Context: an optimization exercise on an open-source flow, tuned for small area, a short achievable clock period and few clock cycles per item. The choices shown serve that exercise and are no tape-out recipe.
The RTL was checked by simulation tests, not by an equivalence proof against the original design.
No activity file was given, so power comes from the tool's default toggle rates.

Design sorted_stack_count_table, start of the top module:
module sorted_stack_count_table
#(
   parameter int CAPACITY = sst_pkg::CAPACITY_DEFAULT,
   parameter int KEY_BITS = sst_pkg::KEY_BITS_DEFAULT
) (
   input  wire logic                  clock,
   input  wire logic                  reset,
   input  wire logic                  req_valid,
   output logic                       req_ready,
   input  wire logic                  req_cmd,
   input  wire logic [sst_pkg::KEY_PORT_W-1:0] req_item_key,
   input  wire logic [sst_pkg::COUNT_W-1:0]    req_add_count,
   output logic                       rsp_valid,
   input  wire logic                  rsp_ready,
   output logic                       rsp_status,
   output logic                       rsp_found,
   output logic [sst_pkg::COUNT_W-1:0]         rsp_item_count,
   output logic [sst_pkg::TOTAL_W-1:0]         rsp_total_units,
   input  wire logic                  csr_wr_en,
   input  wire logic [sst_pkg::COUNT_W-1:0]    csr_wr_data
);
Settings: LEC_CHECK=0, ABC_CLOCK_PERIOD_IN_PS=2500, CAP_MARGIN=20, CORE_MARGIN=2, CORE_UTILIZATION=70, CTS_CLUSTER_DIAMETER=100, CTS_CLUSTER_SIZE=25, PLACE_DENSITY=0.78, SLEW_MARGIN=20, TNS_END_PERCENT=10; clock period 10.0 ns.
standard.sh (not shown) runs the stock make flow with config.mk's settings and CLKGATE_MAP_FILE= SYNTH_SCRIPT=/design/flow/synth_recipe.tcl, a recipe that flattens the netlist after the stock synthesis.
==> flow/flow/run.sh <==
#!/bin/bash
# The standard layout at the design's own clock period and constraints
# (constraint.sdc unchanged), with two changes to how it is made:
#  - repair_timing is asked for 7 ns of setup slack
#  - every port still gets a buffer, but a plain sky130 buffer instead of the
#    delay-cell buffer buffer_ports picks by default
set -euo pipefail
bash standard.sh SETUP_SLACK_MARGIN=7 "BUFFER_PORTS_ARGS=-buffer_cell sky130_fd_sc_hd__buf_2" finish > make_finish.log 2>&1
The first run produced a clean layout.
Testbench counts at the start, summed over its fixed seeds: cycles 4,288, requests 4,096.
Rerun with:
==> flow/flow/run.sh (replaced) <==
#!/bin/bash
# The standard layout at the design's own clock period and constraints
# (constraint.sdc unchanged), with two changes to how it is made:
#  - repair_timing is asked for 7.2 ns of setup slack
#  - every port still gets a buffer, but a plain sky130 buffer instead of the
#    delay-cell buffer buffer_ports picks by default
set -euo pipefail
bash standard.sh SETUP_SLACK_MARGIN=7.2 "BUFFER_PORTS_ARGS=-buffer_cell sky130_fd_sc_hd__buf_2" finish > make_finish.log 2>&1
--- a/flow/config.mk
+++ b/flow/config.mk
@@ -9,8 +9,8 @@
 export CAP_MARGIN = 20
 export CORE_MARGIN = 2
-export CORE_UTILIZATION = 70
+export CORE_UTILIZATION = 60
 export CTS_CLUSTER_DIAMETER = 100
 export CTS_CLUSTER_SIZE = 25
-export PLACE_DENSITY = 0.78
+export PLACE_DENSITY = 0.7
 export SLEW_MARGIN = 20
 export TNS_END_PERCENT = 10
Outcome: Maximum frequency goes up by 1.6%; combinational power rises by about 4%; core utilization falls by 10 points; total power goes up by 0.74%; clock skew falls by 7.0 ps; synthesized area stays the same; worst setup slack improved by 54 ps; count of clock-buffer cells in the layout went up by 5; hold slack hardly moves; design area rises by 1.8%; non-clock buffer count rose by 26.
Rerun with:
==> flow/flow/run.sh (replaced) <==
#!/bin/bash
# The standard layout at the design's own clock period and constraints
# (constraint.sdc unchanged), with two changes to how it is made:
#  - repair_timing is asked for 7 ns of setup slack
#  - every port still gets a buffer, but a plain sky130 buffer instead of the
#    delay-cell buffer buffer_ports picks by default
set -euo pipefail
bash standard.sh SETUP_SLACK_MARGIN=7 "BUFFER_PORTS_ARGS=-buffer_cell sky130_fd_sc_hd__buf_2" finish > make_finish.log 2>&1
--- a/flow/config.mk
+++ b/flow/config.mk
@@ -14,3 +14,3 @@
 export PLACE_DENSITY = 0.7
 export SLEW_MARGIN = 20
-export TNS_END_PERCENT = 10
+export TNS_END_PERCENT = 0
After rerunning:
- The new run completed with no timing, DRC or antenna violations
- hold slack gets worse by 6.0 ps
- first-iteration DRC count went down by a little under a tenth
- via count falls by a few percent
- routed wire length fell by a few percent
- cell count fell slightly
- synthesized cell count does not change
- power decreases slightly
- synthesized area stays the same
- sequential power hardly moves
- non-clock buffer count is lower by 61
Rerun with:
==> flow/flow/run.sh (replaced) <==
#!/bin/bash
# The standard layout at the design's own clock period and constraints
# (constraint.sdc unchanged), with two changes to how it is made:
#  - repair_timing is asked for 6.8 ns of setup slack
#  - every port still gets a buffer, but a plain sky130 buffer instead of the
#    delay-cell buffer buffer_ports picks by default
set -euo pipefail
bash standard.sh SETUP_SLACK_MARGIN=6.8 "BUFFER_PORTS_ARGS=-buffer_cell sky130_fd_sc_hd__buf_2" finish > make_finish.log 2>&1
--- a/flow/config.mk
+++ b/flow/config.mk
@@ -14,3 +14,3 @@
 export PLACE_DENSITY = 0.7
 export SLEW_MARGIN = 20
-export TNS_END_PERCENT = 0
+export TNS_END_PERCENT = 10
The new run ran to the end with no violations.
First-iteration DRC count goes up by roughly a tenth.
Sequential power stays flat.
Cell area goes down slightly.
Synthesized cell count does not change.
Combinational power stays flat.
Routed wire length goes down slightly.
Power hardly moves.
Sequential share of layout area goes up by 0.24 points.
Rerun with:
==> flow/flow/run.sh (replaced) <==
#!/bin/bash
# The standard layout at the design's own clock period and constraints
# (constraint.sdc unchanged), with two changes to how it is made:
#  - repair_timing is asked for 7 ns of setup slack
#  - every port still gets a buffer, but a plain sky130 buffer instead of the
#    delay-cell buffer buffer_ports picks by default
set -euo pipefail
bash standard.sh SETUP_SLACK_MARGIN=7 "BUFFER_PORTS_ARGS=-buffer_cell sky130_fd_sc_hd__buf_2" finish > make_finish.log 2>&1
--- a/flow/config.mk
+++ b/flow/config.mk
@@ -9,8 +9,8 @@
 export CAP_MARGIN = 20
 export CORE_MARGIN = 2
-export CORE_UTILIZATION = 60
+export CORE_UTILIZATION = 75
 export CTS_CLUSTER_DIAMETER = 100
 export CTS_CLUSTER_SIZE = 25
-export PLACE_DENSITY = 0.7
+export PLACE_DENSITY = 0.82
 export SLEW_MARGIN = 20
 export TNS_END_PERCENT = 10
Worst hold slack gains 18 ps; synthesized cell count stays the same; utilization came out higher by 19 points; setup slack gains 30 ps; count of clock-buffer cells in the layout came out lower by 1; area after synthesis stays the same; sequential power stays flat.
Rerun with:
--- a/flow/config.mk
+++ b/flow/config.mk
@@ -9,8 +9,8 @@
 export CAP_MARGIN = 20
 export CORE_MARGIN = 2
-export CORE_UTILIZATION = 75
+export CORE_UTILIZATION = 60
 export CTS_CLUSTER_DIAMETER = 100
 export CTS_CLUSTER_SIZE = 25
-export PLACE_DENSITY = 0.82
+export PLACE_DENSITY = 0.7
 export SLEW_MARGIN = 20
 export TNS_END_PERCENT = 10
Outcome: Global-route usage drops by 9.8 points. Cell count increases by 3.4%. Register-to-register slack gains 20 ps. Via count went down by 8.8%. Total power hardly moves. Routed wire length shrinks by 11%.

[re-timing with driven ports]
The flow's constraints put no driver on any port. The routed layouts listed below were extracted and timed again, unchanged, in two steps. Step 1 assumes that a clkbuf_16 drives the clock port and a buf_2 every other input. Step 2 also shifts input and output timing later by t, the mid clock arrival at the registers, as if the neighbouring blocks saw the same clock. Slacks: ideal / step 1 / step 2; pairs: ideal / step 1.
| run | shift t [ns] | setup slack, ns | worst setup path after step 2 | worst register clock-pin slew, ns | pins driven straight from the clock port |
|---|---|---|---|---|---|
| the first run | 0.641 | 6.671 / 6.613 / 6.671 | register to register | 0.11 / 0.11 | 1 |
| the second run | 0.640 | 6.725 / 6.667 / 6.751 | register to register | 0.10 / 0.10 | 1 |
| the third run | 0.641 | 6.660 / 6.660 / 6.660 | register to register | 0.10 / 0.10 | 1 |
| the fourth run | 0.643 | 6.653 / 6.653 / 6.653 | register to register | 0.10 / 0.10 | 1 |
| the fifth run | 0.656 | 6.683 / 6.657 / 6.515 | input to register | 0.11 / 0.11 | 1 |
| the sixth run | 0.644 | 6.703 / 6.684 / 6.703 | register to register | 0.10 / 0.10 | 1 |
After both steps setup and hold are still met in every run listed. The setup slack of the fifth run, which loses most, moves by -0.026 ns with the drivers and by -0.168 ns with both steps.
